This design comes from an exercise in tuning for small area, a short achievable clock period and few clock cycles per item on the open sky130 flow, not from production work. At most, simulation tests tie the RTL to the original design; equivalence was not proved. For runs 2 to 4, only the layout was checked, not whether the RTL still works.

==> flow/design.v (outline; a module is shown in full before it is edited, if it fits) <==
// module FP_booth_enc: 42 lines
// module FP_Mul_tree: 2021 lines
// module FP_Mul_gp: 4 lines
// module FP_fa: 4 lines
// module FP_ha: 4 lines
// module FP_Mul_pre: 35 lines
// module FP_Mul_post: 64 lines
// module fp_mul_arbiter: 107 lines
module fp_mul_arbiter #(
    parameter int W = fp_alu_pkg::FP_W
) (
    input  logic         clk,
    input  logic         rst,
    input  logic         req0_valid,
    input  logic [W-1:0] req0_a,
    input  logic [W-1:0] req0_b,
    output logic         req0_ready,
    input  logic         req1_valid,
    input  logic [W-1:0] req1_a,
    input  logic [W-1:0] req1_b,
    output logic         req1_ready,
    output logic         rsp_valid,
    output logic [W-1:0] rsp_data,
    output logic         rsp_id,
    input  logic         rsp_ready
);
  // ...
==> flow/flow/run.sh <==
#!/bin/bash
# The standard ORFS layout (the standard.sh, standard synthesis unchanged),
# with buf_2 cells as the port buffers instead of the resizer's default pick.
set -euo pipefail
bash standard.sh "BUFFER_PORTS_ARGS=-buffer_cell sky130_fd_sc_hd__buf_2" finish > orfs_make.log 2>&1
==> flow/standard.sh <==
#!/bin/bash
# synth_recipe.tcl (not shown) runs the flow's synth.tcl, then flattens the netlist and writes it again
# the make line also repeats each setting of config.mk as NAME=value (left out here)
make -C /OpenROAD-flow-scripts/flow DESIGN_CONFIG=/design/flow/config.mk WORK_HOME=/design/flow/orfs CLKGATE_MAP_FILE= SYNTH_SCRIPT=/design/flow/synth_recipe.tcl "${@:-finish}"
==> flow/config.mk <==
export PLATFORM = sky130hd
export DESIGN_NAME = fp_mul_arbiter
export DESIGN_NICKNAME = fp_mul_arbiter
export VERILOG_FILES = /design/flow/design.v
export SDC_FILE = /design/flow/constraint.sdc
export NUM_CORES = 4
export LEC_CHECK = 0
export CAP_MARGIN = 20
export CORE_MARGIN = 2
export CORE_UTILIZATION = 40
export SETUP_SLACK_MARGIN = 5
export SLEW_MARGIN = 20
export SYNTH_HIERARCHICAL = 1
export SYNTH_MINIMUM_KEEP_SIZE = 0
==> flow/constraint.sdc <==
create_clock -name core_clock -period 11.0 [get_ports {clk}]
set_input_delay 2.2000 -clock core_clock [delete_from_list [all_inputs] [get_ports {clk}]]
set_output_delay 2.2000 -clock core_clock [all_outputs]
set_load 0.01 [all_outputs]
==> flow_metrics.py, run 1 <==
metrics = {
    "critical_path": {
        "path_class": "reg -> reg",
        "max_stage_delay_ps": 570,
        "start_kind": "flop",
        "critPathLaunch": "s1_fa_q[10]",
        "r2r-start": "s1_fa_q[10]",
        "critPathArrivalTime_ps": 6120,
        "crit_family": "adder cells",
    },
    "logic_synthesis": {
        "synth_cells": 1963,
        "ys.flop_type": "edfxtp_1",
        "yosysTopAreaCell": "fa_1",
        "ys_seq_area_frac": 0.168,
        "post_synth_num_cell_types": 94,
    },
    "placement": {
        "io_buffers": 168,
        "dp.cells": 2688,
    },
    "drt": {
        "wl_mm": 63.1,
        "post_drt_wl_per_cell_um": 22.8,
        "dr_wl_met2_mm": 29.3,
    },
    "grt": {
        "grt_pass1_wl_mm": 98.1,
    },
    "run": {
        "cap_violations": 0,
    },
    "clock_network": {
        "cts.sinks": 114,
        "clockBufferDepth": 2,
    },
    "floorplan": {
        "std_cell_rows": 82,
        "die-area_mm2": 0.0524,
    },
    "layout": {
        "seq_cell_count": 114,
        "reg_top3": "s2_ph_q: 25 flops, s1_fa_q: 23 flops",
        "mostFrequentLayoutCell": "xnor2_1",
        "seq_share": 0.148,
        "final_cell_mix": "xnor2_1, fa_1, a22oi_1",
        "fin_cells": 2765,
    },
    "outcome": {
        "status": "complete, no violations",
    },
    "min_path": {
        "hold_class": "reg -> reg",
        "whs_endpoint": "s2_exp_q[1]",
    },
}
Testbench counts, summed over its fixed seeds: cycles 6,416, items 6,400.
==> run 2: changes to the inputs <==
--- a/flow/design.v
+++ b/flow/design.v
@@ -1865,191 +1865,116 @@
     assign cz[15] = ~(cp[15] ^ (cp[14] | cg[14]));
     assign cz[16] = ~(cp[16] ^ (cp[15] | cg[15]));
     assign cz[17] = ~(cp[17] ^ (cp[16] | cg[16]));
     assign cz[18] = ~(cp[18] ^ (cp[17] | cg[17]));
     assign cz[19] = ~(cp[19] ^ (cp[18] | cg[18]));
     assign cz[20] = ~(cp[20] ^ (cp[19] | cg[19]));
     assign cz[21] = ~(cp[21] ^ (cp[20] | cg[20]));
     assign st = ~&cz;
-    assign pg904 = cg[1] | (cp[1] & cg[0]);
-    assign pp_905 = cp[1] & cp[0];
-    assign pg906 = cg[3] | (cp[3] & cg[2]);
-    assign pp_907 = cp[3] & cp[2];
-    assign pg908 = cg[5] | (cp[5] & cg[4]);
-    assign pp_909 = cp[5] & cp[4];
-    assign pg910 = cg[7] | (cp[7] & cg[6]);
-    assign pp_911 = cp[7] & cp[6];
-    assign pg912 = cg[9] | (cp[9] & cg[8]);
-    assign pp_913 = cp[9] & cp[8];
-    assign pg914 = cg[11] | (cp[11] & cg[10]);
-    assign pp_915 = cp[11] & cp[10];
-    assign pg916 = cg[13] | (cp[13] & cg[12]);
-    assign pp_917 = cp[13] & cp[12];
-    assign pg918 = cg[15] | (cp[15] & cg[14]);
-    assign pp_919 = cp[15] & cp[14];
-    assign pg920 = cg[17] | (cp[17] & cg[16]);
-    assign pp_921 = cp[17] & cp[16];
-    assign pg922 = cg[19] | (cp[19] & cg[18]);
-    assign pp_923 = cp[19] & cp[18];
-    assign pg924 = cg[21] | (cp[21] & cg[20]);
-    assign pp_925 = cp[21] & cp[20];
-    assign pg926 = pg906 | (pp_907 & pg904);
-    assign pp_927 = pp_907 & pp_905;
-    assign pg928 = pg910 | (pp_911 & pg908);
-    assign pp_929 = pp_911 & pp_909;
-    assign pg930 = pg914 | (pp_915 & pg912);
-    assign pp_931 = pp_915 & pp_913;
-    assign pg932 = pg918 | (pp_919 & pg916);
-    assign pp_933 = pp_919 & pp_917;
-    assign pg934 = pg922 | (pp_923 & pg920);
-    assign pp_935 = pp_923 & pp_921;
-    assign pg936 = pg928 | (pp_929 & pg926);
-    assign pp_937 = pp_929 & pp_927;
-    assign pg938 = pg932 | (pp_933 & pg930);
-    assign pp_939 = pp_933 & pp_931;
-    assign pg940 = pg924 | (pp_925 & pg934);
-    assign pp_941 = pp_925 & pp_935;
-    assign pg942 = pg938 | (pp_939 & pg936);
-    assign pp_943 = pp_939 & pp_937;
-    assign pg944 = pg940 | (pp_941 & pg942);
-    assign pp_945 = pp_941 & pp_943;
-    assign pg946 = cg[23] | (cp[23] & cg[22]);
-    assign pp_947 = cp[23] & cp[22];
-    assign pg948 = cg[25] | (cp[25] & cg[24]);
-    assign pp_949 = cp[25] & cp[24];
-    assign pg950 = cg[27] | (cp[27] & cg[26]);
-    assign pp_951 = cp[27] & cp[26];
-    assign pg952 = cg[29] | (cp[29] & cg[28]);
-    assign pp_953 = cp[29] & cp[28];
-    assign pg954 = cg[31] | (cp[31] & cg[30]);
-    assign pp_955 = cp[31] & cp[30];
-    assign pg956 = cg[33] | (cp[33] & cg[32]);
-    assign pp_957 = cp[33] & cp[32];
-    assign pg958 = cg[35] | (cp[35] & cg[34]);
-    assign pp_959 = cp[35] & cp[34];
-    assign pg960 = cg[37] | (cp[37] & cg[36]);
-    assign pp_961 = cp[37] & cp[36];
-    assign pg962 = cg[39] | (cp[39] & cg[38]);
-    assign pp_963 = cp[39] & cp[38];
-    assign pg964 = cg[41] | (cp[41] & cg[40]);
-    assign pp_965 = cp[41] & cp[40];
-    assign pg966 = cg[43] | (cp[43] & cg[42]);
-    assign pp_967 = cp[43] & cp[42];
-    assign pg968 = cg[45] | (cp[45] & cg[44]);
-    assign pp_969 = cp[45] & cp[44];
-    assign pg970 = cg[24] | (cp[24] & pg946);
-    assign pp_971 = cp[24] & pp_947;
-    assign pg972 = pg948 | (pp_949 & pg946);
-    assign pp_973 = pp_949 & pp_947;
-    assign pg974 = cg[28] | (cp[28] & pg950);
-    assign pp_975 = cp[28] & pp_951;
-    assign pg976 = pg952 | (pp_953 & pg950);
-    assign pp_977 = pp_953 & pp_951;
-    assign pg978 = cg[32] | (cp[32] & pg954);
-    assign pp_979 = cp[32] & pp_955;
-    assign pg980 = pg956 | (pp_957 & pg954);
-    assign pp_981 = pp_957 & pp_955;
-    assign pg982 = cg[36] | (cp[36] & pg958);
-    assign pp_983 = cp[36] & pp_959;
-    assign pg984 = pg960 | (pp_961 & pg958);
-    assign pp_985 = pp_961 & pp_959;
-    assign pg986 = cg[40] | (cp[40] & pg962);
-    assign pp_987 = cp[40] & pp_963;
-    assign pg988 = pg964 | (pp_965 & pg962);
-    assign pp_989 = pp_965 & pp_963;
-    assign pg990 = cg[44] | (cp[44] & pg966);
-    assign pp_991 = cp[44] & pp_967;
-    assign pg992 = pg968 | (pp_969 & pg966);
-    assign pp_993 = pp_969 & pp_967;
-    assign pg994 = cg[26] | (cp[26] & pg972);
-    assign pp_995 = cp[26] & pp_973;
-    assign pg996 = pg950 | (pp_951 & pg972);
-    assign pp_997 = pp_951 & pp_973;
-    assign pg998 = pg974 | (pp_975 & pg972);
-    assign pp_999 = pp_975 & pp_973;
-    assign pg1000 = pg976 | (pp_977 & pg972);
-    assign pp_1001 = pp_977 & pp_973;
-    assign pg1002 = cg[34] | (cp[34] & pg980);
-    assign pp_1003 = cp[34] & pp_981;
-    assign pg1004 = pg958 | (pp_959 & pg980);
-    assign pp_1005 = pp_959 & pp_981;
-    assign pg1006 = pg982 | (pp_983 & pg980);
-    assign pp_1007 = pp_983 & pp_981;
-    assign pg1008 = pg984 | (pp_985 & pg980);
-    assign pp_1009 = pp_985 & pp_981;
-    assign pg1010 = cg[42] | (cp[42] & pg988);
-    assign pp_1011 = cp[42] & pp_989;
-    assign pg1012 = pg966 | (pp_967 & pg988);
-    assign pp_1013 = pp_967 & pp_989;
-    assign pg1014 = pg990 | (pp_991 & pg988);
-    assign pp_1015 = pp_991 & pp_989;
-    assign pg1016 = pg992 | (pp_993 & pg988);
-    assign pp_1017 = pp_993 & pp_989;
-    assign pg1018 = cg[30] | (cp[30] & pg1000);
-    assign pp_1019 = cp[30] & pp_1001;
-    assign pg1020 = pg954 | (pp_955 & pg1000);
-    assign pp_1021 = pp_955 & pp_1001;
-    assign pg1022 = pg978 | (pp_979 & pg1000);
-    assign pp_1023 = pp_979 & pp_1001;
-    assign pg1024 = pg980 | (pp_981 & pg1000);
-    assign pp_1025 = pp_981 & pp_1001;
-    assign pg1026 = pg1002 | (pp_1003 & pg1000);
-    assign pp_1027 = pp_1003 & pp_1001;
-    assign pg1028 = pg1004 | (pp_1005 & pg1000);
-    assign pp_1029 = pp_1005 & pp_1001;
-    assign pg1030 = pg1006 | (pp_1007 & pg1000);
-    assign pp_1031 = pp_1007 & pp_1001;
-    assign pg1032 = pg1008 | (pp_1009 & pg1000);
-    assign pp_1033 = pp_1009 & pp_1001;
-    assign pg1034 = cg[46] | (cp[46] & pg1016);
-    assign pp_1035 = cp[46] & pp_1017;
-    assign pg1036 = cg[38] | (cp[38] & pg1032);
-    assign pp_1037 = cp[38] & pp_1033;
-    assign pg1038 = pg962 | (pp_963 & pg1032);
-    assign pp_1039 = pp_963 & pp_1033;
-    assign pg1040 = pg986 | (pp_987 & pg1032);
-    assign pp_1041 = pp_987 & pp_1033;
-    assign pg1042 = pg988 | (pp_989 & pg1032);
-    assign pp_1043 = pp_989 & pp_1033;
-    assign pg1044 = pg1010 | (pp_1011 & pg1032);
-    assign pp_1045 = pp_1011 & pp_1033;
-    assign pg1046 = pg1012 | (pp_1013 & pg1032);
-    assign pp_1047 = pp_1013 & pp_1033;
-    assign pg1048 = pg1014 | (pp_1015 & pg1032);
-    assign pp_1049 = pp_1015 & pp_1033;
-    assign pg1050 = pg1016 | (pp_1017 & pg1032);
-    assign pp_1051 = pp_1017 & pp_1033;
-    assign pg1052 = pg1034 | (pp_1035 & pg1032);
-    assign pp_1053 = pp_1035 & pp_1033;
-    assign pg1054 = cg[22] | (cp[22] & pg944);
-    assign pg1055 = pg946 | (pp_947 & pg944);
-    assign pg1056 = pg970 | (pp_971 & pg944);
-    assign pg1057 = pg972 | (pp_973 & pg944);
-    assign pg1058 = pg994 | (pp_995 & pg944);
-    assign pg1059 = pg996 | (pp_997 & pg944);
-    assign pg1060 = pg998 | (pp_999 & pg944);
-    assign pg1061 = pg1000 | (pp_1001 & pg944);
-    assign pg1062 = pg1018 | (pp_1019 & pg944);
-    assign pg1063 = pg1020 | (pp_1021 & pg944);
-    assign pg1064 = pg1022 | (pp_1023 & pg944);
-    assign pg1065 = pg1024 | (pp_1025 & pg944);
-    assign pg1066 = pg1026 | (pp_1027 & pg944);
-    assign pg1067 = pg1028 | (pp_1029 & pg944);
-    assign pg1068 = pg1030 | (pp_1031 & pg944);
-    assign pg1069 = pg1032 | (pp_1033 & pg944);
-    assign pg1070 = pg1036 | (pp_1037 & pg944);
-    assign pg1071 = pg1038 | (pp_1039 & pg944);
-    assign pg1072 = pg1040 | (pp_1041 & pg944);
-    assign pg1073 = pg1042 | (pp_1043 & pg944);
-    assign pg1074 = pg1044 | (pp_1045 & pg944);
-    assign pg1075 = pg1046 | (pp_1047 & pg944);
-    assign pg1076 = pg1048 | (pp_1049 & pg944);
-    assign pg1077 = pg1050 | (pp_1051 & pg944);
-    assign pg1078 = pg1052 | (pp_1053 & pg944);
+    FP_pfx u_pg904 (.gh(cg[1]), .ph(cp[1]), .gl(cg[0]), .pl(cp[0]), .g(pg904), .p(pp_905));
+    FP_pfx u_pg906 (.gh(cg[3]), .ph(cp[3]), .gl(cg[2]), .pl(cp[2]), .g(pg906), .p(pp_907));
+    FP_pfx u_pg908 (.gh(cg[5]), .ph(cp[5]), .gl(cg[4]), .pl(cp[4]), .g(pg908), .p(pp_909));
+    FP_pfx u_pg910 (.gh(cg[7]), .ph(cp[7]), .gl(cg[6]), .pl(cp[6]), .g(pg910), .p(pp_911));
+    FP_pfx u_pg912 (.gh(cg[9]), .ph(cp[9]), .gl(cg[8]), .pl(cp[8]), .g(pg912), .p(pp_913));
+    FP_pfx u_pg914 (.gh(cg[11]), .ph(cp[11]), .gl(cg[10]), .pl(cp[10]), .g(pg914), .p(pp_915));
+    FP_pfx u_pg916 (.gh(cg[13]), .ph(cp[13]), .gl(cg[12]), .pl(cp[12]), .g(pg916), .p(pp_917));
+    FP_pfx u_pg918 (.gh(cg[15]), .ph(cp[15]), .gl(cg[14]), .pl(cp[14]), .g(pg918), .p(pp_919));
+    FP_pfx u_pg920 (.gh(cg[17]), .ph(cp[17]), .gl(cg[16]), .pl(cp[16]), .g(pg920), .p(pp_921));
+    FP_pfx u_pg922 (.gh(cg[19]), .ph(cp[19]), .gl(cg[18]), .pl(cp[18]), .g(pg922), .p(pp_923));
+    FP_pfx u_pg924 (.gh(cg[21]), .ph(cp[21]), .gl(cg[20]), .pl(cp[20]), .g(pg924), .p(pp_925));
+    FP_pfx u_pg926 (.gh(pg906), .ph(pp_907), .gl(pg904), .pl(pp_905), .g(pg926), .p(pp_927));
+    FP_pfx u_pg928 (.gh(pg910), .ph(pp_911), .gl(pg908), .pl(pp_909), .g(pg928), .p(pp_929));
+    FP_pfx u_pg930 (.gh(pg914), .ph(pp_915), .gl(pg912), .pl(pp_913), .g(pg930), .p(pp_931));
+    FP_pfx u_pg932 (.gh(pg918), .ph(pp_919), .gl(pg916), .pl(pp_917), .g(pg932), .p(pp_933));
+    FP_pfx u_pg934 (.gh(pg922), .ph(pp_923), .gl(pg920), .pl(pp_921), .g(pg934), .p(pp_935));
+    FP_pfx u_pg936 (.gh(pg928), .ph(pp_929), .gl(pg926), .pl(pp_927), .g(pg936), .p(pp_937));
+    FP_pfx u_pg938 (.gh(pg932), .ph(pp_933), .gl(pg930), .pl(pp_931), .g(pg938), .p(pp_939));
+    FP_pfx u_pg940 (.gh(pg924), .ph(pp_925), .gl(pg934), .pl(pp_935), .g(pg940), .p(pp_941));
+    FP_pfx u_pg942 (.gh(pg938), .ph(pp_939), .gl(pg936), .pl(pp_937), .g(pg942), .p(pp_943));
+    FP_pfx u_pg944 (.gh(pg940), .ph(pp_941), .gl(pg942), .pl(pp_943), .g(pg944), .p(pp_945));
+    FP_pfx u_pg946 (.gh(cg[23]), .ph(cp[23]), .gl(cg[22]), .pl(cp[22]), .g(pg946), .p(pp_947));
+    FP_pfx u_pg948 (.gh(cg[25]), .ph(cp[25]), .gl(cg[24]), .pl(cp[24]), .g(pg948), .p(pp_949));
+    FP_pfx u_pg950 (.gh(cg[27]), .ph(cp[27]), .gl(cg[26]), .pl(cp[26]), .g(pg950), .p(pp_951));
+    FP_pfx u_pg952 (.gh(cg[29]), .ph(cp[29]), .gl(cg[28]), .pl(cp[28]), .g(pg952), .p(pp_953));
+    FP_pfx u_pg954 (.gh(cg[31]), .ph(cp[31]), .gl(cg[30]), .pl(cp[30]), .g(pg954), .p(pp_955));
+    FP_pfx u_pg956 (.gh(cg[33]), .ph(cp[33]), .gl(cg[32]), .pl(cp[32]), .g(pg956), .p(pp_957));
+    FP_pfx u_pg958 (.gh(cg[35]), .ph(cp[35]), .gl(cg[34]), .pl(cp[34]), .g(pg958), .p(pp_959));
+    FP_pfx u_pg960 (.gh(cg[37]), .ph(cp[37]), .gl(cg[36]), .pl(cp[36]), .g(pg960), .p(pp_961));
+    FP_pfx u_pg962 (.gh(cg[39]), .ph(cp[39]), .gl(cg[38]), .pl(cp[38]), .g(pg962), .p(pp_963));
+    FP_pfx u_pg964 (.gh(cg[41]), .ph(cp[41]), .gl(cg[40]), .pl(cp[40]), .g(pg964), .p(pp_965));
+    FP_pfx u_pg966 (.gh(cg[43]), .ph(cp[43]), .gl(cg[42]), .pl(cp[42]), .g(pg966), .p(pp_967));
+    FP_pfx u_pg968 (.gh(cg[45]), .ph(cp[45]), .gl(cg[44]), .pl(cp[44]), .g(pg968), .p(pp_969));
+    FP_pfx u_pg970 (.gh(cg[24]), .ph(cp[24]), .gl(pg946), .pl(pp_947), .g(pg970), .p(pp_971));
+    FP_pfx u_pg972 (.gh(pg948), .ph(pp_949), .gl(pg946), .pl(pp_947), .g(pg972), .p(pp_973));
+    FP_pfx u_pg974 (.gh(cg[28]), .ph(cp[28]), .gl(pg950), .pl(pp_951), .g(pg974), .p(pp_975));
+    FP_pfx u_pg976 (.gh(pg952), .ph(pp_953), .gl(pg950), .pl(pp_951), .g(pg976), .p(pp_977));
+    FP_pfx u_pg978 (.gh(cg[32]), .ph(cp[32]), .gl(pg954), .pl(pp_955), .g(pg978), .p(pp_979));
+    FP_pfx u_pg980 (.gh(pg956), .ph(pp_957), .gl(pg954), .pl(pp_955), .g(pg980), .p(pp_981));
+    FP_pfx u_pg982 (.gh(cg[36]), .ph(cp[36]), .gl(pg958), .pl(pp_959), .g(pg982), .p(pp_983));
+    FP_pfx u_pg984 (.gh(pg960), .ph(pp_961), .gl(pg958), .pl(pp_959), .g(pg984), .p(pp_985));
+    FP_pfx u_pg986 (.gh(cg[40]), .ph(cp[40]), .gl(pg962), .pl(pp_963), .g(pg986), .p(pp_987));
+    FP_pfx u_pg988 (.gh(pg964), .ph(pp_965), .gl(pg962), .pl(pp_963), .g(pg988), .p(pp_989));
+    FP_pfx u_pg990 (.gh(cg[44]), .ph(cp[44]), .gl(pg966), .pl(pp_967), .g(pg990), .p(pp_991));
+    FP_pfx u_pg992 (.gh(pg968), .ph(pp_969), .gl(pg966), .pl(pp_967), .g(pg992), .p(pp_993));
+    FP_pfx u_pg994 (.gh(cg[26]), .ph(cp[26]), .gl(pg972), .pl(pp_973), .g(pg994), .p(pp_995));
+    FP_pfx u_pg996 (.gh(pg950), .ph(pp_951), .gl(pg972), .pl(pp_973), .g(pg996), .p(pp_997));
+    FP_pfx u_pg998 (.gh(pg974), .ph(pp_975), .gl(pg972), .pl(pp_973), .g(pg998), .p(pp_999));
+    FP_pfx u_pg1000 (.gh(pg976), .ph(pp_977), .gl(pg972), .pl(pp_973), .g(pg1000), .p(pp_1001));
+    FP_pfx u_pg1002 (.gh(cg[34]), .ph(cp[34]), .gl(pg980), .pl(pp_981), .g(pg1002), .p(pp_1003));
+    FP_pfx u_pg1004 (.gh(pg958), .ph(pp_959), .gl(pg980), .pl(pp_981), .g(pg1004), .p(pp_1005));
+    FP_pfx u_pg1006 (.gh(pg982), .ph(pp_983), .gl(pg980), .pl(pp_981), .g(pg1006), .p(pp_1007));
+    FP_pfx u_pg1008 (.gh(pg984), .ph(pp_985), .gl(pg980), .pl(pp_981), .g(pg1008), .p(pp_1009));
+    FP_pfx u_pg1010 (.gh(cg[42]), .ph(cp[42]), .gl(pg988), .pl(pp_989), .g(pg1010), .p(pp_1011));
+    FP_pfx u_pg1012 (.gh(pg966), .ph(pp_967), .gl(pg988), .pl(pp_989), .g(pg1012), .p(pp_1013));
+    FP_pfx u_pg1014 (.gh(pg990), .ph(pp_991), .gl(pg988), .pl(pp_989), .g(pg1014), .p(pp_1015));
+    FP_pfx u_pg1016 (.gh(pg992), .ph(pp_993), .gl(pg988), .pl(pp_989), .g(pg1016), .p(pp_1017));
+    FP_pfx u_pg1018 (.gh(cg[30]), .ph(cp[30]), .gl(pg1000), .pl(pp_1001), .g(pg1018), .p(pp_1019));
+    FP_pfx u_pg1020 (.gh(pg954), .ph(pp_955), .gl(pg1000), .pl(pp_1001), .g(pg1020), .p(pp_1021));
+    FP_pfx u_pg1022 (.gh(pg978), .ph(pp_979), .gl(pg1000), .pl(pp_1001), .g(pg1022), .p(pp_1023));
+    FP_pfx u_pg1024 (.gh(pg980), .ph(pp_981), .gl(pg1000), .pl(pp_1001), .g(pg1024), .p(pp_1025));
+    FP_pfx u_pg1026 (.gh(pg1002), .ph(pp_1003), .gl(pg1000), .pl(pp_1001), .g(pg1026), .p(pp_1027));
+    FP_pfx u_pg1028 (.gh(pg1004), .ph(pp_1005), .gl(pg1000), .pl(pp_1001), .g(pg1028), .p(pp_1029));
+    FP_pfx u_pg1030 (.gh(pg1006), .ph(pp_1007), .gl(pg1000), .pl(pp_1001), .g(pg1030), .p(pp_1031));
+    FP_pfx u_pg1032 (.gh(pg1008), .ph(pp_1009), .gl(pg1000), .pl(pp_1001), .g(pg1032), .p(pp_1033));
+    FP_pfx u_pg1034 (.gh(cg[46]), .ph(cp[46]), .gl(pg1016), .pl(pp_1017), .g(pg1034), .p(pp_1035));
+    FP_pfx u_pg1036 (.gh(cg[38]), .ph(cp[38]), .gl(pg1032), .pl(pp_1033), .g(pg1036), .p(pp_1037));
+    FP_pfx u_pg1038 (.gh(pg962), .ph(pp_963), .gl(pg1032), .pl(pp_1033), .g(pg1038), .p(pp_1039));
+    FP_pfx u_pg1040 (.gh(pg986), .ph(pp_987), .gl(pg1032), .pl(pp_1033), .g(pg1040), .p(pp_1041));
+    FP_pfx u_pg1042 (.gh(pg988), .ph(pp_989), .gl(pg1032), .pl(pp_1033), .g(pg1042), .p(pp_1043));
+    FP_pfx u_pg1044 (.gh(pg1010), .ph(pp_1011), .gl(pg1032), .pl(pp_1033), .g(pg1044), .p(pp_1045));
+    FP_pfx u_pg1046 (.gh(pg1012), .ph(pp_1013), .gl(pg1032), .pl(pp_1033), .g(pg1046), .p(pp_1047));
+    FP_pfx u_pg1048 (.gh(pg1014), .ph(pp_1015), .gl(pg1032), .pl(pp_1033), .g(pg1048), .p(pp_1049));
+    FP_pfx u_pg1050 (.gh(pg1016), .ph(pp_1017), .gl(pg1032), .pl(pp_1033), .g(pg1050), .p(pp_1051));
+    FP_pfx u_pg1052 (.gh(pg1034), .ph(pp_1035), .gl(pg1032), .pl(pp_1033), .g(pg1052), .p(pp_1053));
+    FP_pfx_g u_pg1054 (.gh(cg[22]), .ph(cp[22]), .gl(pg944), .g(pg1054));
+    FP_pfx_g u_pg1055 (.gh(pg946), .ph(pp_947), .gl(pg944), .g(pg1055));
+    FP_pfx_g u_pg1056 (.gh(pg970), .ph(pp_971), .gl(pg944), .g(pg1056));
+    FP_pfx_g u_pg1057 (.gh(pg972), .ph(pp_973), .gl(pg944), .g(pg1057));
+    FP_pfx_g u_pg1058 (.gh(pg994), .ph(pp_995), .gl(pg944), .g(pg1058));
+    FP_pfx_g u_pg1059 (.gh(pg996), .ph(pp_997), .gl(pg944), .g(pg1059));
+    FP_pfx_g u_pg1060 (.gh(pg998), .ph(pp_999), .gl(pg944), .g(pg1060));
+    FP_pfx_g u_pg1061 (.gh(pg1000), .ph(pp_1001), .gl(pg944), .g(pg1061));
+    FP_pfx_g u_pg1062 (.gh(pg1018), .ph(pp_1019), .gl(pg944), .g(pg1062));
+    FP_pfx_g u_pg1063 (.gh(pg1020), .ph(pp_1021), .gl(pg944), .g(pg1063));
+    FP_pfx_g u_pg1064 (.gh(pg1022), .ph(pp_1023), .gl(pg944), .g(pg1064));
+    FP_pfx_g u_pg1065 (.gh(pg1024), .ph(pp_1025), .gl(pg944), .g(pg1065));
+    FP_pfx_g u_pg1066 (.gh(pg1026), .ph(pp_1027), .gl(pg944), .g(pg1066));
+    FP_pfx_g u_pg1067 (.gh(pg1028), .ph(pp_1029), .gl(pg944), .g(pg1067));
+    FP_pfx_g u_pg1068 (.gh(pg1030), .ph(pp_1031), .gl(pg944), .g(pg1068));
+    FP_pfx_g u_pg1069 (.gh(pg1032), .ph(pp_1033), .gl(pg944), .g(pg1069));
+    FP_pfx_g u_pg1070 (.gh(pg1036), .ph(pp_1037), .gl(pg944), .g(pg1070));
+    FP_pfx_g u_pg1071 (.gh(pg1038), .ph(pp_1039), .gl(pg944), .g(pg1071));
+    FP_pfx_g u_pg1072 (.gh(pg1040), .ph(pp_1041), .gl(pg944), .g(pg1072));
+    FP_pfx_g u_pg1073 (.gh(pg1042), .ph(pp_1043), .gl(pg944), .g(pg1073));
+    FP_pfx_g u_pg1074 (.gh(pg1044), .ph(pp_1045), .gl(pg944), .g(pg1074));
+    FP_pfx_g u_pg1075 (.gh(pg1046), .ph(pp_1047), .gl(pg944), .g(pg1075));
+    FP_pfx_g u_pg1076 (.gh(pg1048), .ph(pp_1049), .gl(pg944), .g(pg1076));
+    FP_pfx_g u_pg1077 (.gh(pg1050), .ph(pp_1051), .gl(pg944), .g(pg1077));
+    FP_pfx_g u_pg1078 (.gh(pg1052), .ph(pp_1053), .gl(pg944), .g(pg1078));
     assign g = cp[22] ^ pg944;
     assign ph[0] = cp[23] ^ pg1054;
     assign ph[1] = cp[24] ^ pg1055;
     assign ph[2] = cp[25] ^ pg1056;
     assign ph[3] = cp[26] ^ pg1057;
     assign ph[4] = cp[27] ^ pg1058;
     assign ph[5] = cp[28] ^ pg1059;
     assign ph[6] = cp[29] ^ pg1060;
@@ -2071,16 +1996,23 @@
     assign ph[22] = cp[45] ^ pg1076;
     assign ph[23] = cp[46] ^ pg1077;
     assign ph[24] = cp[47] ^ pg1078;
 endmodule
 module FP_Mul_gp (input logic [47:0] a, input logic [47:0] b, output logic [47:0] g, output logic [47:0] p);
     assign g = a & b;
     assign p = a ^ b;
 endmodule
+module FP_pfx (input logic gh, input logic ph, input logic gl, input logic pl, output logic g, output logic p);
+    assign g = gh | (ph & gl);
+    assign p = ph & pl;
+endmodule
+module FP_pfx_g (input logic gh, input logic ph, input logic gl, output logic g);
+    assign g = gh | (ph & gl);
+endmodule
 module FP_fa (input logic a, input logic b, input logic c, output logic s, output logic co);
     assign s  = a ^ b ^ c;
     assign co = (a & b) | (c & (a ^ b));
 endmodule
 module FP_ha (input logic a, input logic b, output logic s, output logic co);
     assign s  = a ^ b;
     assign co = a & b;
 endmodule
==> flow_metrics.py, run 2 <==
metrics = {
    "outcome": {
        "status": "complete, no violations",
    },
    "layout": {
        "regMostFlops": "s2_ph_q",
        "fin_area_mm2": 0.0227,
        "drive_above_1_share": 0.178,
        "synthToLayoutAreaGrowth_pct": 10.4,
        "nets": 2583,
        "largest_reg_flops": 25,
        "final_util": 0.445,
        "reg_top3": "s2_ph_q: 25 flops, s1_fa_q: 23 flops",
        "n_fill_cell": 4877,
        "diodes": 0,
        "mostFrequentLayoutCell": "xnor2_1",
        "final_cell_mix": "xnor2_1, fa_1, a22oi_1",
    },
    "sta": {
        "hold_viol": 0,
        "fin_skew_ps": 18.1,
        "slew_headroom": 0.196,
        "fin_crit_ps": 5830,
        "finalSetupViolCount": 0,
        "finalCritPeriodShare": 0.530,
        "fin_ws_ps": 5170,
        "fmax_ghz": 0.171,
        "slew_violations": 0,
        "worst_pin_slew_ps": 1200,
        "setup-tns-final_ps": 0,
        "rsz0062_at_grt": "yes",
    },
    "placement": {
        "dp_worst_setup_slack_ps": 4870,
        "dp_hpwl_mm": 42.0,
        "placed_area_mm2": 0.0219,
        "place_congestion": 0.882,
        "io_buffers": 168,
    },
    "critical_path": {
        "critPathArrivalTime_ps": 3630,
        "start_kind": "flop",
        "path_class": "reg -> out",
        "max_stage_delay_ps": 560,
        "cpMaxStageDelayCell": "edfxtp_1",
        "cp.required_ps": 8800,
        "endpoint_kind": "output pin",
        "cp_max_fo": 22,
        "worstPathCellList": "nand3_2, or4_4, or3_4, and3_4, a211oi_4, o31ai_4, buf_4, nor4_1, buf_2",
    },
    "floorplan": {
        "die-area_mm2": 0.0533,
        "die_w_um": 231,
        "ios": 169,
        "start_util": 0.403,
        "core_area_mm2": 0.0511,
        "die_h_um": 231,
        "std_cell_rows": 83,
    },
    "drt": {
        "post_drt_wl_per_cell_um": 22.3,
        "route.detailed.drc": 0,
        "wl_mm": 61.9,
        "vias_per_cell": 5.97,
        "dr.first_iter.drc_count": 1548,
        "vias": 16561,
        "drt_first_pass_iters": 6,
        "ant_nets": 0,
    },
    "logic_synthesis": {
        "synth_cells": 1987,
        "ys_warn_count": 9,
        "synth_area_mm2": 0.0206,
        "synth_area_per_cell_um2": 10.4,
    },
    "clock_network": {
        "path_clk_slew_ps": 60,
        "cts_tree": "yes",
        "clockBufferDepth": 2,
        "cts.sinks": 114,
        "cts_made_buffers": 17,
        "insertion_delay_ps": 430,
        "cts_root_buf": "clkbuf_16",
        "h-tree-depth": 4,
    },
    "grt": {
        "overflow": 0,
        "grt_antenna_before_repair": 1,
        "grt_pass1_wl_mm": 97.3,
        "grt_usage": 0.233,
        "grt_start_max_net_pins": 87,
        "grt_pass1_vias": 17170,
    },
    "min_path": {
        "hold_class": "reg -> reg",
    },
    "run": {
        "cap_violations": 0,
    },
}
## run 2: cell types whose count changed in the layout (fill, tap and decap cells not counted), sizes merged, moves of 7 or more
cell,previous run,this run
a21o,9,102
and2,5,74
a21oi,79,46
xor2,40,68
buf,267,245
inv,57,39
nand2,65,53
nor2,74,65
nor3,30,21
xnor2,305,296
o21bai,10,2
o21ai,42,35
## run 2: what timing repair did
item	CTS	global route
gates resized for setup	0	1
setup endpoints to repair	15	11
buffers inserted	3	13
pin swaps	1	1
hold buffers	0	0
## run 2: routing by layer
metal / track usage / wire, um / vias up / part of all wire
met4: 0.0742 / 1430 / 2 / 0.023
li1: - / - / 7271 / -
met5: 0 / 16 / - / 0.00026
met1: 0.318 / 26300 / 8242 / 0.43
met3: 0.0461 / 5640 / 130 / 0.091
met2: 0.369 / 28500 / 916 / 0.46
## run 2: path summary, 6_finish.rpt
kind                              startpoint           end  slack (ps)  cells after the start
worst max-delay path             s2_ph_q[16]  rsp_data[19]        5170                      9
worst min-delay path             s1_exp_q[8]   s2_exp_q[8]         420                      0
worst max register to register  s1_bone_q[6]   s2_ph_q[10]        5260                     15
worst min register to register   s1_exp_q[8]   s2_exp_q[8]         420                      0
## run 2: worst max-delay path: cells and delay by family, from the launching register on
family	cells	cell delay, ps
and+or+nand+nor	5	1800
DFF	1	560
buffers and inverters	2	450
AOI/OAI and AO/OA	2	390
## run 2: metrics by stage
step                hold WS, ps  instances
floorplan                   400       1998
global placement            403       2726
detailed placement          407       2726
CTS                         419       2761
global route                425       2774
finish                      419       2774
## run 2: area by class of cell
| cell class | instances | area [um2] | share of cell area |
|---|---|---|---|
| multi-input combinational | 1671 | 16300 | 0.717 |
| sequential | 114 | 3390 | 0.149 |
| timing repair buffer | 245 | 1450 | 0.0637 |
| clock inverter | 15 | 195 | 0.00859 |
| inverter | 32 | 123 | 0.00540 |
| clock buffer | 17 | 425 | 0.0187 |
| tap | 680 | 851 | 0.0375 |
==> run 3: changes to the inputs <==
--- a/flow/config.mk
+++ b/flow/config.mk
@@ -10,2 +10,3 @@
 export CORE_UTILIZATION = 40
+export CTS_BUF_LIST = sky130_fd_sc_hd__clkbuf_8
 export SETUP_SLACK_MARGIN = 5
==> flow_metrics.py, run 3 <==
metrics = {
    "outcome": {
        "status": "complete, no violations",
    },
    "grt": {
        "grt_usage": 0.232,
        "grt_pass1_vias": 17179,
        "grt_pass1_wl_mm": 97.2,
        "overflow": 0,
        "grt_start_max_net_pins": 87,
        "grt_antenna_before_repair": 1,
    },
    "clock_network": {
        "insertion_delay_ps": 450,
        "cts_root_buf": "clkbuf_8",
        "path_clk_slew_ps": 80,
        "h-tree-depth": 4,
        "cts_made_buffers": 17,
        "clockBufferDepth": 2,
        "cts_tree": "yes",
        "cts_hold_buf": 0,
        "cts.sinks": 114,
    },
    "sta": {
        "setup-tns-final_ps": 0,
        "fin_skew_ps": 13.7,
        "finalCritPeriodShare": 0.530,
        "fin_crit_ps": 5830,
        "worst_pin_slew_ps": 1100,
        "fmax_ghz": 0.172,
        "fin_ws_ps": 5170,
        "hold_viol": 0,
        "slew_headroom": 0.257,
        "finalSetupViolCount": 0,
        "slew_violations": 0,
        "rsz0062_at_grt": "yes",
    },
    "layout": {
        "diodes": 0,
        "mostFrequentLayoutCell": "xnor2_1",
        "largest_reg_flops": 25,
        "fin_cells": 2773,
        "n_fill_cell": 4900,
        "drive_above_1_share": 0.178,
        "regMostFlops": "s2_ph_q",
        "nets": 2582,
        "synthToLayoutAreaGrowth_pct": 9.43,
        "final_cell_mix": "xnor2_1, fa_1, a22oi_1",
        "reg_top3": "s2_ph_q: 25 flops, s1_fa_q: 23 flops",
        "fin_area_mm2": 0.0225,
    },
    "critical_path": {
        "r2r-start": "s1_fa_q[21]",
        "r2r_cells": 16,
        "path_class": "reg -> out",
        "cp.required_ps": 8800,
        "r2r_setup_slack_ps": 5260,
        "critPathArrivalTime_ps": 3630,
        "endpoint_kind": "output pin",
        "start_kind": "flop",
        "cp_max_fo": 22,
        "r2r-end": "s2_ph_q[17]",
    },
    "min_path": {
        "holdPathStages": 0,
        "holdCritStartpoint": "s1_exp_q[5]",
        "hold_class": "reg -> reg",
        "whs_endpoint": "s2_exp_q[5]",
    },
    "placement": {
        "dp_hpwl_mm": 42.0,
        "dp.cells": 2726,
        "placed_area_mm2": 0.0219,
        "place_congestion": 0.882,
        "io_buffers": 168,
        "dp_worst_setup_slack_ps": 4870,
    },
    "floorplan": {
        "std_cell_rows": 83,
        "ios": 169,
        "start_util": 0.403,
        "die-area_mm2": 0.0533,
        "die_h_um": 231,
        "die_w_um": 231,
        "core_area_mm2": 0.0511,
    },
    "logic_synthesis": {
        "synth_cells": 1987,
        "synth_area_per_cell_um2": 10.4,
        "synth_area_mm2": 0.0206,
        "ys_warn_count": 9,
    },
    "drt": {
        "drt_first_pass_iters": 6,
        "top_layer": "met5",
        "dr.first_iter.drc_count": 1547,
        "route.detailed.drc": 0,
        "dr_wl_met2_mm": 28.3,
        "ant_nets": 0,
        "met3WireLength_mm": 5.51,
        "vias": 16551,
        "wl_met1_mm": 26.3,
        "post_drt_wl_per_cell_um": 22.3,
        "vias_per_cell": 5.97,
        "wl_mm": 61.8,
    },
    "run": {
        "cap_violations": 0,
    },
}
==> run 3: per-layer routing <==
metal	track usage	vias to the layer above
met3	0.0463	155
met5	0	-
li1	-	7263
met2	0.370	914
met4	0.0716	2
met1	0.318	8217
==> run 3: stage by stage <==
| step | hold slack, ps | utilization |
|---|---|---|
| 2_1_floorplan | 400 | - |
| 3_3_place_gp | 403 | 0.429 |
| 3_5_place_dp | 407 | 0.429 |
| 4_1_cts | 419 | 0.438 |
| 5_1_grt | 428 | 0.441 |
| 6_report | 419 | 0.441 |
==> run 3: how the worst max path moves through the flow <==
stage / startpoint / to / slack (ps) / cells past startpoint
2_1_floorplan: s1_bneg_q[4] / s2_ph_q[17] / 5570 / 16
3_3_place_gp: s1_fa_q[14] / s2_ph_q[19] / 4960 / 15
3_5_place_dp: s1_fa_q[14] / s2_ph_q[17] / 4870 / 15
4_1_cts: s2_g_q / rsp_data[19] / 4970 / 9
5_1_grt: s2_exp_q[1] / rsp_data[19] / 5000 / 10
6_report: s2_g_q / rsp_data[19] / 5170 / 9
==> run 3: critical path: stages, from the launching register on <==
cell and delay, ps:
edfxtp_1 520, nand4_1 250, or4_1 710, o21ai_4 260, and3_4 240, a21boi_4 220, o31ai_4 100, buf_4 250
nor4_1 400, buf_2 200
==> run 3: timing repair <==
item | 4_1_cts | 5_1_grt
resized for setup | 0 | 1
endpoints found under the setup margin | 21 | 12
buffers inserted | 3 | 12
pin swaps | 1 | 1
==> run 3: layout make-up <==
class	instances	area, um2	share of cell area
inverters	32	123	0.00545
well taps	680	851	0.0378
clock buffers	17	234	0.0104
flip-flops and latches	114	3390	0.151
repair buffers	244	1440	0.0640
multi-input cells	1671	16300	0.723
clock inverters	15	195	0.00867
==> module fp_mul_arbiter, before the edit <==
module fp_mul_arbiter #(
    parameter int W = fp_alu_pkg::FP_W
) (
    input  logic         clk,
    input  logic         rst,
    input  logic         req0_valid,
    input  logic [W-1:0] req0_a,
    input  logic [W-1:0] req0_b,
    output logic         req0_ready,
    input  logic         req1_valid,
    input  logic [W-1:0] req1_a,
    input  logic [W-1:0] req1_b,
    output logic         req1_ready,
    output logic         rsp_valid,
    output logic [W-1:0] rsp_data,
    output logic         rsp_id,
    input  logic         rsp_ready
);
    logic        turn_q;                  
    logic        stall;
    logic        accept;
    logic [31:0] in_a, in_b;
    logic        s1_v_q, s1_id_q, s1_sign_q, s1_nan_q;
    logic [9:0]  s1_exp_q;
    logic [22:0] s1_fa_q;
    logic [11:0] s1_bone_q, s1_btwo_q;    
    logic [10:0] s1_bneg_q;
    logic [11:0] enc_one, enc_two;
    logic [10:0] enc_neg;
    logic        pre_sign, pre_nan;
    logic [9:0]  pre_exp;
    logic        s2_v_q, s2_id_q, s2_sign_q, s2_nan_q;
    logic [9:0]  s2_exp_q;
    logic [24:0] s2_ph_q;
    logic        s2_g_q, s2_st_q;
    assign stall      = s2_v_q & ~rsp_ready;
    assign req0_ready = ~rst & ~stall & ~turn_q;
    assign req1_ready = ~rst & ~stall &  turn_q;
    assign accept     = turn_q ? req1_valid : req0_valid;
    assign in_a       = turn_q ? req1_a : req0_a;
    assign in_b       = turn_q ? req1_b : req0_b;
    FP_Mul_pre u_pre (
        .a_i    (in_a),
        .b_i    (in_b),
        .sign_o (pre_sign),
        .nan_o  (pre_nan),
        .exp_o  (pre_exp)
    );
    logic [24:0] mul_ph;
    logic        mul_g, mul_st;
    FP_booth_enc u_enc (
        .fb   (in_b[22:0]),
        .bone (enc_one),
        .btwo (enc_two),
        .bneg (enc_neg)
    );
    FP_Mul_tree u_tree (
        .fa    (s1_fa_q),
        .bone  (s1_bone_q),
        .btwo  (s1_btwo_q),
        .bneg  (s1_bneg_q),
        .ph    (mul_ph),
        .g     (mul_g),
        .st    (mul_st)
    );
    FP_Mul_post u_post (
        .sign_i (s2_sign_q),
        .nan_i  (s2_nan_q),
        .exp_i  (s2_exp_q),
        .ph_i   (s2_ph_q),
        .g_i    (s2_g_q),
        .st_i   (s2_st_q),
        .p_o    (rsp_data)
    );
    always_ff @(posedge clk) begin
        if (rst) begin
            turn_q <= 1'b0;
            s1_v_q <= 1'b0;
            s2_v_q <= 1'b0;
        end else if (!stall) begin
            if (turn_q ? req0_valid : req1_valid) turn_q <= ~turn_q;
            s1_v_q <= accept;
            s2_v_q <= s1_v_q;
        end
    end
    always_ff @(posedge clk) begin
        if (!stall) begin
            s1_id_q   <= turn_q;
            s1_sign_q <= pre_sign;
            s1_nan_q  <= pre_nan;
            s1_exp_q  <= pre_exp;
            s1_fa_q   <= in_a[22:0];
            s1_bone_q <= enc_one;
            s1_btwo_q <= enc_two;
            s1_bneg_q <= enc_neg;
            s2_id_q   <= s1_id_q;
            s2_sign_q <= s1_sign_q;
            s2_nan_q  <= s1_nan_q;
            s2_exp_q  <= s1_exp_q;
            s2_ph_q   <= mul_ph;
            s2_g_q    <= mul_g;
            s2_st_q   <= mul_st;
        end
    end
    assign rsp_valid = s2_v_q;
    assign rsp_id    = s2_id_q;
endmodule
==> run 4: changes to the inputs <==
--- a/flow/design.v
+++ b/flow/design.v
@@ -2143,6 +2143,4 @@
     logic [9:0]  s1_exp_q;
-    logic [22:0] s1_fa_q;
-    logic [11:0] s1_bone_q, s1_btwo_q;    
-    logic [10:0] s1_bneg_q;
-    logic [11:0] enc_one, enc_two;
+    logic [22:0] s1_fa_q, s1_fb_q;
+    logic [11:0] enc_one, enc_two;        
     logic [10:0] enc_neg;
@@ -2170,3 +2168,3 @@
     FP_booth_enc u_enc (
-        .fb   (in_b[22:0]),
+        .fb   (s1_fb_q),
         .bone (enc_one),
@@ -2177,5 +2175,5 @@
         .fa    (s1_fa_q),
-        .bone  (s1_bone_q),
-        .btwo  (s1_btwo_q),
-        .bneg  (s1_bneg_q),
+        .bone  (enc_one),
+        .btwo  (enc_two),
+        .bneg  (enc_neg),
         .ph    (mul_ph),
@@ -2211,5 +2209,3 @@
             s1_fa_q   <= in_a[22:0];
-            s1_bone_q <= enc_one;
-            s1_btwo_q <= enc_two;
-            s1_bneg_q <= enc_neg;
+            s1_fb_q   <= in_b[22:0];
             s2_id_q   <= s1_id_q;
--- a/flow/config.mk
+++ b/flow/config.mk
@@ -10,3 +10,2 @@
 export CORE_UTILIZATION = 40
-export CTS_BUF_LIST = sky130_fd_sc_hd__clkbuf_8
 export SETUP_SLACK_MARGIN = 5
==> flow_metrics.py, run 4 <==
metrics = {
    "min_path": {
        "whs_endpoint": "s2_exp_q[3]",
        "hold_class": "reg -> reg",
        "holdPathStages": 0,
        "holdCritStartpoint": "s1_exp_q[3]",
    },
    "clock_network": {
        "cts_tree": "yes",
        "path_clk_slew_ps": 90,
        "cts_hold_buf": 0,
        "cts_root_buf": "clkbuf_16",
        "h-tree-depth": 3,
        "insertion_delay_ps": 380,
        "cts_made_buffers": 9,
        "clockBufferDepth": 2,
        "cts.sinks": 102,
    },
    "layout": {
        "reg_top3": "s2_ph_q: 25 flops, s1_fa_q: 23 flops, s1_fb_q: 23 flops",
        "largest_reg_flops": 25,
        "regMostFlops": "s2_ph_q",
        "drive_above_1_share": 0.209,
        "final_cell_mix": "xnor2_1, a22oi_1, fa_1",
        "diodes": 0,
        "nets": 2610,
        "mostFrequentLayoutCell": "xnor2_1",
        "synthToLayoutAreaGrowth_pct": 13.9,
    },
    "drt": {
        "route.detailed.drc": 0,
        "post_drt_wl_per_cell_um": 22.8,
        "wl_mm": 63.5,
        "vias_per_cell": 6.02,
        "vias": 16766,
        "dr.first_iter.drc_count": 1550,
        "drt_first_pass_iters": 6,
        "ant_nets": 0,
    },
    "sta": {
        "fin_crit_ps": 5980,
        "fmax_ghz": 0.167,
        "finalSetupViolCount": 0,
        "fin_skew_ps": 25.4,
        "worst_pin_slew_ps": 1020,
        "slew_violations": 0,
        "hold_ws_ps": 420,
        "finalCritPeriodShare": 0.544,
        "hold_viol": 0,
        "rsz0062_at_grt": "yes",
        "setup-tns-final_ps": 0,
        "slew_headroom": 0.318,
    },
    "grt": {
        "top_usage_layer": "met2",
        "grtUsageMet3": 0.0497,
        "grt_usage": 0.231,
        "grt_antenna_before_repair": 0,
        "gr-usage-met2": 0.376,
        "grt_start_max_net_pins": 78,
        "overflow": 0,
        "grt_pass1_wl_mm": 95.6,
        "met1_usage": 0.304,
        "grt_pass1_vias": 17102,
    },
    "floorplan": {
        "core_area_mm2": 0.0501,
        "std_cell_rows": 82,
        "ios": 169,
        "die_w_um": 229,
        "die-area_mm2": 0.0523,
        "start_util": 0.404,
        "die_h_um": 229,
    },
    "critical_path": {
        "r2r-end": "s2_ph_q[16]",
        "cp.required_ps": 11110,
        "r2r-start": "s1_fb_q[11]",
        "path_class": "reg -> reg",
        "r2r_setup_slack_ps": 5020,
        "cp_max_fo": 16,
        "critPathArrivalTime_ps": 6090,
        "start_kind": "flop",
        "endpoint_kind": "flop",
        "r2r_cells": 20,
    },
    "placement": {
        "io_buffers": 168,
        "place_congestion": 0.857,
        "dp_hpwl_mm": 41.0,
    },
    "logic_synthesis": {
        "ys_warn_count": 9,
        "synth_area_mm2": 0.0202,
        "synth_area_per_cell_um2": 10.2,
        "synth_cells": 1975,
    },
    "run": {
        "cap_violations": 0,
    },
    "outcome": {
        "status": "complete, no violations",
    },
}
-- run 4: stage by stage --
step                setup WS [ps]  utilization  instances  instance area (um2)
floorplan                    5320            -       1986                20300
global placement             4300        0.431       2707                21600
detailed placement           4280        0.431       2707                21600
CTS                          4990        0.449       2759                22500
global route                 4890        0.460       2785                23000
finish                       5020        0.460       2785                23000
-- run 4: per-layer routing --
| layer | up-vias | part of all wire | wire, um |
|---|---|---|---|
| li1 | 7302 | - | - |
| met1 | 8234 | 0.40 | 25600 |
| met2 | 1046 | 0.46 | 29100 |
| met3 | 184 | 0.10 | 6540 |
| met4 | 0 | 0.034 | 2180 |
| met5 | - | 0 | 0 |
-- run 4: how the worst max path moves through the flow --
stage / startpoint / end / slack [ps]
final: s1_fb_q[11] / s2_ph_q[16] / 5020
after floorplan: s1_fb_q[8] / s2_ph_q[17] / 5320
after global placement: s1_fb_q[21] / s2_ph_q[18] / 4300
after CTS: s1_fb_q[19] / s2_ph_q[16] / 4990
after detailed placement: s1_fb_q[21] / s2_ph_q[16] / 4280
after global routing: s1_fb_q[11] / s2_ph_q[16] / 4890
-- run 4: timing repair --
action | in CTS | in global routing
endpoints found under the hold margin | 0 | 0
gates resized for setup | 62 | 55
gates cloned | 13 | 11
buffers inserted | 23 | 15
setup endpoints to repair | 30 | 29
pin swaps | 8 | 25
-- run 4: cell type report --
type | instances | area [um2]
clock buffers | 9 | 225
inverters | 32 | 123
multi-input cells | 1671 | 16500
repair buffers | 292 | 2210
flip-flops and latches | 102 | 3030
clock inverters | 7 | 85.1
well taps | 672 | 841
fillers | 4750 | 27000
-- run 4: worst max-delay path, stage by stage (launching register included) --
cell	delay, ps
edfxtp_1	450
buf_12	190
nand3b_1	210
o21ai_4	120
buf_12	150
buf_2	150
a22oi_1	90
xnor2_1	180
fa_1	570
fa_2	480
fa_2	390
fa_1	540
fa_1	420
ha_1	330
and2_1	190
a21o_4	240
a21o_4	250
a21o_4	260
a21o_1	190
a21o_1	160
xor2_1	160
==> module FP_Mul_post, before the edit <==
module FP_Mul_post (
    input  logic        sign_i,
    input  logic        nan_i,
    input  logic [9:0]  exp_i,      
    input  logic [24:0] ph_i,       
    input  logic        g_i,        
    input  logic        st_i,       
    output logic [31:0] p_o
);
    logic        n;
    logic        ru1, ru0;            
    logic [22:0] a1, a0;              
    logic [22:0] m1, m0, mant;
    logic        ovf1, ovf0;
    logic [9:0]  e1, e2;
    logic        u0, u1, u2, o0, o1, o2;
    logic [7:0]  ef;
    logic        zero, inf;
    assign n   = ph_i[24];
    assign ru1 = ph_i[0] & (g_i | st_i | ph_i[1]);
    assign ru0 = g_i & (st_i | ph_i[0]);
    always_comb begin
        a1[0] = ph_i[1];
        a0[0] = ph_i[0];
        for (int k = 1; k < 23; k++) begin
            a1[k] = a1[k-1] & ph_i[k+1];
            a0[k] = a0[k-1] & ph_i[k];
        end
        m1[0] = ph_i[1] ^ ru1;
        m0[0] = ph_i[0] ^ ru0;
        for (int k = 1; k < 23; k++) begin
            m1[k] = ph_i[k+1] ^ (ru1 & a1[k-1]);
            m0[k] = ph_i[k]   ^ (ru0 & a0[k-1]);
        end
    end
    assign ovf1 = ru1 & a1[22];
    assign ovf0 = ru0 & a0[22];
    assign mant = n ? m1 : m0;
    assign e1 = exp_i + 10'd1;
    assign e2 = exp_i + 10'd2;
    assign u0 = exp_i[9] | (exp_i == 10'd0);
    assign u1 = e1[9] | (e1 == 10'd0);
    assign u2 = e2[9] | (e2 == 10'd0);
    assign o0 = ~exp_i[9] & (exp_i >= 10'd255);
    assign o1 = ~e1[9] & (e1 >= 10'd255);
    assign o2 = ~e2[9] & (e2 >= 10'd255);
    always_comb begin
        if (n) begin
            ef   = ovf1 ? e2[7:0] : e1[7:0];
            zero = ovf1 ? u2 : u1;
            inf  = ovf1 ? o2 : o1;
        end else begin
            ef   = ovf0 ? e1[7:0] : exp_i[7:0];
            zero = ovf0 ? u1 : u0;
            inf  = ovf0 ? o1 : o0;
        end
        if (zero)
            p_o = {sign_i, 31'd0};
        else if (inf)
            p_o = {sign_i, 8'hFF, nan_i, 22'd0};
        else
            p_o = {sign_i, ef, mant};
    end
endmodule
==> run 5: changes to the inputs <==
--- a/flow/design.v
+++ b/flow/design.v
@@ -2093,8 +2093,8 @@
     assign e2 = exp_i + 10'd2;
-    assign u0 = exp_i[9] | (exp_i == 10'd0);
-    assign u1 = e1[9] | (e1 == 10'd0);
-    assign u2 = e2[9] | (e2 == 10'd0);
-    assign o0 = ~exp_i[9] & (exp_i >= 10'd255);
-    assign o1 = ~e1[9] & (e1 >= 10'd255);
-    assign o2 = ~e2[9] & (e2 >= 10'd255);
+    assign u0 = exp_i[9] | (exp_i == 10'd0);                    
+    assign u1 = exp_i[9];                                        
+    assign u2 = exp_i[9] & ~(&exp_i[8:0]);                       
+    assign o0 = ~exp_i[9] & (exp_i[8] | (&exp_i[7:0]));          
+    assign o1 = ~exp_i[9] & (exp_i[8] | (&exp_i[7:1]));          
+    assign o2 = ~exp_i[9] & (exp_i[8] | ((&exp_i[7:2]) & (exp_i[1] | exp_i[0])));   
     always_comb begin
@@ -2143,4 +2143,6 @@
     logic [9:0]  s1_exp_q;
-    logic [22:0] s1_fa_q, s1_fb_q;
-    logic [11:0] enc_one, enc_two;        
+    logic [22:0] s1_fa_q;
+    logic [11:0] s1_bone_q, s1_btwo_q;    
+    logic [10:0] s1_bneg_q;
+    logic [11:0] enc_one, enc_two;
     logic [10:0] enc_neg;
@@ -2168,3 +2170,3 @@
     FP_booth_enc u_enc (
-        .fb   (s1_fb_q),
+        .fb   (in_b[22:0]),
         .bone (enc_one),
@@ -2175,5 +2177,5 @@
         .fa    (s1_fa_q),
-        .bone  (enc_one),
-        .btwo  (enc_two),
-        .bneg  (enc_neg),
+        .bone  (s1_bone_q),
+        .btwo  (s1_btwo_q),
+        .bneg  (s1_bneg_q),
         .ph    (mul_ph),
@@ -2209,3 +2211,5 @@
             s1_fa_q   <= in_a[22:0];
-            s1_fb_q   <= in_b[22:0];
+            s1_bone_q <= enc_one;
+            s1_btwo_q <= enc_two;
+            s1_bneg_q <= enc_neg;
             s2_id_q   <= s1_id_q;
--- a/flow/config.mk
+++ b/flow/config.mk
@@ -10,2 +10,4 @@
 export CORE_UTILIZATION = 40
+export CTS_BUF_LIST = sky130_fd_sc_hd__clkbuf_8
+export GPL_TIMING_DRIVEN = 0
 export SETUP_SLACK_MARGIN = 5
==> flow_metrics.py, run 5 <==
metrics = {
    "layout": {
        "largest_reg_flops": 25,
        "mostFrequentLayoutCell": "xnor2_1",
        "final_cell_mix": "xnor2_1, fa_1, a22oi_1",
        "nets": 2683,
        "regMostFlops": "s2_ph_q",
        "synthToLayoutAreaGrowth_pct": 13.8,
        "diodes": 0,
        "n_fill_cell": 4727,
        "reg_top3": "s2_ph_q: 25 flops, s1_fa_q: 23 flops",
        "final_util": 0.460,
        "drive_above_1_share": 0.227,
    },
    "floorplan": {
        "die-area_mm2": 0.0523,
        "die_h_um": 229,
        "ios": 169,
        "std_cell_rows": 82,
        "core_area_mm2": 0.0500,
        "die_w_um": 229,
        "start_util": 0.404,
    },
    "critical_path": {
        "endpoint_kind": "flop",
        "cp_max_fo": 10,
        "cp.required_ps": 11180,
        "cpMaxStageDelayCell": "fa_1",
        "path_class": "reg -> reg",
        "crit_path_frequent_cell": "fa_1",
        "critPathArrivalTime_ps": 6060,
        "worstPathCellList": "buf_2, a22oi_2, xnor2_1, fa_1, fa_1, fa_1, fa_1, fa_1, ha_1, a21o_1, a21o_1, a21o_2, a21o_2, a21o_1, a21o_1, xor2_1",
        "max_stage_delay_ps": 530,
        "start_kind": "flop",
    },
    "placement": {
        "place_congestion": 1.01,
        "io_buffers": 168,
        "dp_hpwl_mm": 54.5,
    },
    "clock_network": {
        "cts.sinks": 114,
        "cts_made_buffers": 17,
        "path_clk_slew_ps": 70,
        "clockBufferDepth": 2,
        "cts_tree": "yes",
        "cts_root_buf": "clkbuf_8",
        "h-tree-depth": 4,
        "insertion_delay_ps": 460,
    },
    "grt": {
        "overflow": 0,
        "grt_usage": 0.259,
        "grt_pass1_wl_mm": 104,
        "grt_pass1_vias": 17033,
        "grt_start_max_net_pins": 63,
        "grt_antenna_before_repair": 0,
    },
    "logic_synthesis": {
        "synth_area_per_cell_um2": 10.4,
        "synth_cells": 1934,
        "ys_warn_count": 9,
        "synth_area_mm2": 0.0202,
    },
    "sta": {
        "finalSetupViolCount": 0,
        "fmax_ghz": 0.170,
        "slew_violations": 0,
        "fin_skew_ps": 17.4,
        "worst_pin_slew_ps": 901,
        "fin_crit_ps": 5890,
        "hold_viol": 0,
        "slew_headroom": 0.394,
        "rsz0062_at_grt": "yes",
        "setup-tns-final_ps": 0,
        "finalCritPeriodShare": 0.535,
    },
    "run": {
        "cap_violations": 0,
    },
    "drt": {
        "route.detailed.drc": 0,
        "vias": 17006,
        "vias_per_cell": 5.93,
        "dr.first_iter.drc_count": 1962,
        "drt_first_pass_iters": 6,
        "wl_mm": 68.9,
        "post_drt_wl_per_cell_um": 24.0,
        "ant_nets": 0,
    },
    "outcome": {
        "status": "complete, no violations",
    },
    "min_path": {
        "hold_class": "reg -> reg",
    },
}
[run 5: what timing repair did]
item,4_1_cts,5_1_grt
setup buffers,12,40
hold buffers,0,0
gates resized for setup,85,96
endpoints found under the setup margin,27,26
[run 5: cell type report]
type | count | area (um2) | share of cell area
Sequential cell | 114 | 3390 | 0.148
Multi-Input combinational cell | 1620 | 16000 | 0.696
Clock inverter | 15 | 155 | 0.00674
Buffer | 176 | 980 | 0.0426
Timing Repair Buffer | 221 | 1260 | 0.0547
Inverter | 35 | 136 | 0.00593
Tap cell | 672 | 841 | 0.0365
Clock buffer | 17 | 234 | 0.0102
[run 5: metrics by stage]
step	worst slack [ps]	hold slack, ps	instance area [um2]	instances
floorplan	5570	400	20200	1945
global placement	4710	404	21900	2785
detailed placement	4640	405	22000	2786
CTS	5000	422	22600	2830
global route	5000	424	23000	2870
finish	5110	425	23000	2870
[run 5: worst max-delay path: cells and delay by family (launching register included)]
kind,cells,cell delay [ps]
compound gates,7,1580
buf+inv,1,340
flops,1,470
xor+xnor,2,520
fa+ha+maj,6,2700
[run 5: final timing paths]
check / startpoint / end / slack [ps] / cells past startpoint
hold reg to reg: s1_exp_q[9] / s2_exp_q[9] / 420 / 0
setup reg to reg: s1_bone_q[6] / s2_ph_q[23] / 5110 / 16
setup / recovery: s1_bone_q[6] / s2_ph_q[23] / 5110 / 16
hold / removal: s1_exp_q[9] / s2_exp_q[9] / 420 / 0
[run 5: metal layers]
metal / GRT usage / wire, um / vias to the layer above
met4: 0.0827 / 1860 / 0
met1: 0.362 / 29900 / 8558
met3: 0.0541 / 6360 / 125
met2: 0.403 / 30800 / 876
met5: 0 / 0 / -
li1: - / - / 7447
Testbench counts of run 5, summed over its fixed seeds: cycles 6,416, items 6,400.
==> run 6: changes to the inputs <==
--- a/flow/config.mk
+++ b/flow/config.mk
@@ -11,3 +11,2 @@
 export CTS_BUF_LIST = sky130_fd_sc_hd__clkbuf_8
-export GPL_TIMING_DRIVEN = 0
 export SETUP_SLACK_MARGIN = 5
==> flow_metrics.py, run 6 <==
metrics = {
    "sta": {
        "slew_headroom": 0.329,
        "finalCritPeriodShare": 0.528,
        "fmax_ghz": 0.172,
        "worst_pin_slew_ps": 1010,
        "finalSetupViolCount": 0,
        "setup-tns-final_ps": 0,
        "hold_viol": 0,
        "slew_violations": 0,
        "fin_ws_ps": 5200,
        "rsz0062_at_grt": "no",
        "fin_crit_ps": 5800,
        "fin_skew_ps": 12.5,
        "hold_ws_ps": 423,
    },
    "drt": {
        "wl_mm": 61.4,
        "ant_nets": 0,
        "dr.first_iter.drc_count": 1618,
        "vias": 16296,
        "drt_first_pass_iters": 7,
        "route.detailed.drc": 0,
        "post_drt_wl_per_cell_um": 22.5,
        "vias_per_cell": 5.98,
    },
    "min_path": {
        "holdPathStages": 0,
        "hold_class": "reg -> reg",
        "holdCritStartpoint": "s1_id_q",
        "whs_endpoint": "s2_id_q",
    },
    "floorplan": {
        "die_w_um": 229,
        "die_h_um": 229,
        "die-area_mm2": 0.0523,
        "std_cell_rows": 82,
        "ios": 169,
        "core_area_mm2": 0.0500,
        "start_util": 0.404,
    },
    "layout": {
        "reg_top3": "s2_ph_q: 25 flops, s1_fa_q: 23 flops",
        "nets": 2540,
        "final_cell_mix": "xnor2_1, a22oi_1, fa_1",
        "ff_latch_area_mm2": 0.00339,
        "multi_input_area_mm2": 0.0160,
        "mostFrequentLayoutCell": "xnor2_1",
        "largest_reg_flops": 25,
        "regMostFlops": "s2_ph_q",
        "synthToLayoutAreaGrowth_pct": 10.5,
        "diodes": 0,
        "n_fill_cell": 4653,
        "fin_area_mm2": 0.0223,
        "drive_above_1_share": 0.186,
    },
    "clock_network": {
        "cts_root_buf": "clkbuf_8",
        "cts.sinks": 114,
        "cts_made_buffers": 17,
        "cts_hold_buf": 0,
        "insertion_delay_ps": 450,
        "path_clk_slew_ps": 80,
        "h-tree-depth": 4,
        "clockBufferDepth": 2,
        "cts_tree": "yes",
    },
    "logic_synthesis": {
        "synth_area_mm2": 0.0202,
        "synth_cells": 1934,
        "synth_area_per_cell_um2": 10.4,
        "ys_warn_count": 9,
    },
    "outcome": {
        "status": "complete, no violations",
    },
    "critical_path": {
        "start_kind": "flop",
        "cp.required_ps": 11190,
        "cp_max_fo": 14,
        "critPathLaunch": "s1_fa_q[3]",
        "endpoint_kind": "flop",
        "crit_path_frequent_cell": "a21o_1",
        "cpMaxStageDelayCell": "edfxtp_1",
        "path_class": "reg -> reg",
        "r2r_cells": 15,
        "r2r_setup_slack_ps": 5200,
        "critPathArrivalTime_ps": 6000,
        "r2r-start": "s1_fa_q[3]",
        "r2r-end": "s2_ph_q[16]",
        "max_stage_delay_ps": 840,
        "worstPathCellList": "a22oi_1, xnor2_1, fa_1, fa_1, fa_1, fa_1, fa_1, ha_1, a21o_1, a21o_1, a21o_1, a21o_1, a21o_1, a21o_1, xor2_1",
    },
    "grt": {
        "overflow": 0,
        "grt_pass1_vias": 16773,
        "grt_pass1_wl_mm": 94.1,
        "grt_antenna_before_repair": 0,
        "grt_usage": 0.228,
        "grt_start_max_net_pins": 59,
    },
    "placement": {
        "dp_worst_setup_slack_ps": 4790,
        "io_buffers": 168,
        "place_congestion": 0.882,
        "dp_hpwl_mm": 41.1,
        "placed_area_mm2": 0.0215,
    },
    "run": {
        "cap_violations": 0,
    },
}
run 6: worst max-delay path, delay by kind of cell, from the launching register on:
kind,cells,cell delay (ps)
xor+xnor,2,340
fa+ha+maj,6,2700
flops,1,840
compound gates,7,1670
run 6: routing by layer:
metal | vias up | track usage | wire, um
met5 | - | 0 | 0
met4 | 0 | 0.0807 | 1540
met3 | 110 | 0.0444 | 5270
met2 | 879 | 0.368 | 28600
met1 | 8165 | 0.306 | 25900
li1 | 7142 | - | -
run 6: worst max-delay path by stage:
stage                               to  slack, ps  cells past startpoint
after floorplan            s2_ph_q[17]       5570                     16
after global placement     s2_ph_q[16]       4860                     15
after detailed placement   s2_ph_q[17]       4790                     15
after CTS                 rsp_data[21]       5000                      7
after global routing      rsp_data[21]       4990                      7
final                      s2_ph_q[16]       5200                     15
run 6: through the flow:
stage | instances | util
2_1_floorplan | 1945 | -
3_3_place_gp | 2659 | 0.430
3_5_place_dp | 2660 | 0.431
4_1_cts | 2704 | 0.441
5_1_grt | 2727 | 0.447
6_report | 2727 | 0.447
run 6: final cells by class:
type / instances / share of cell area
timing repair buffer: 253 / 0.0709
clock inverter: 15 / 0.00779
tap: 672 / 0.0376
inverter: 35 / 0.00599
multi-input combinational: 1621 / 0.715
clock buffer: 17 / 0.0105
sequential: 114 / 0.152
run 6: repair_timing:
action                     CTS  global route
gates cloned                 0             1
gates resized for setup      0             5
setup endpoints to repair   12            40
buffers inserted            12            22
pin swaps                    0             1

[separate check: timing with driven ports]
The flow's constraints put no driver on any port. The routed layouts listed below were extracted and timed again, unchanged, in two steps.
Step 1 (the two cells are an assumption about what drives the block):
set clk [get_ports {clk}]
set_driving_cell -lib_cell sky130_fd_sc_hd__clkbuf_16 $clk
set_driving_cell -lib_cell sky130_fd_sc_hd__buf_2 [delete_from_list [all_inputs] $clk]
Step 2 adds t to the input delays and takes it off the output delays; t is the mean of the earliest and latest rising clock arrival at the registers after step 1. Input paths then give back, and output paths get back, about the clock's delay inside the block.
Slacks: ideal / step 1 / step 2; pairs: ideal / step 1.
run | shift t [ns] | setup slack, ns | hold WS [ns] | latest minus earliest clock arrival (ns) | cell pins on the clock port's net
run 1 | 0.473 | 5.037 / 5.037 / 5.037 | 0.421 / 0.421 / 0.421 | 0.017 / 0.017 | 1
run 2 | 0.467 | 5.168 / 5.121 / 5.256 | 0.419 / 0.419 / 0.419 | 0.018 / 0.018 | 1
run 3 | 0.484 | 5.174 / 5.132 / 5.265 | 0.419 / 0.419 / 0.419 | 0.014 / 0.014 | 1
run 4 | 0.419 | 5.019 / 5.019 / 5.019 | 0.420 / 0.420 / 0.420 | 0.026 / 0.026 | 1
run 5 | 0.497 | 5.115 / 5.115 / 5.115 | 0.425 / 0.425 / 0.425 | 0.018 / 0.017 | 1
run 6 | 0.493 | 5.197 / 5.197 / 5.197 | 0.423 / 0.423 / 0.423 | 0.012 / 0.013 | 1
After both steps setup and hold are still met in every run listed.
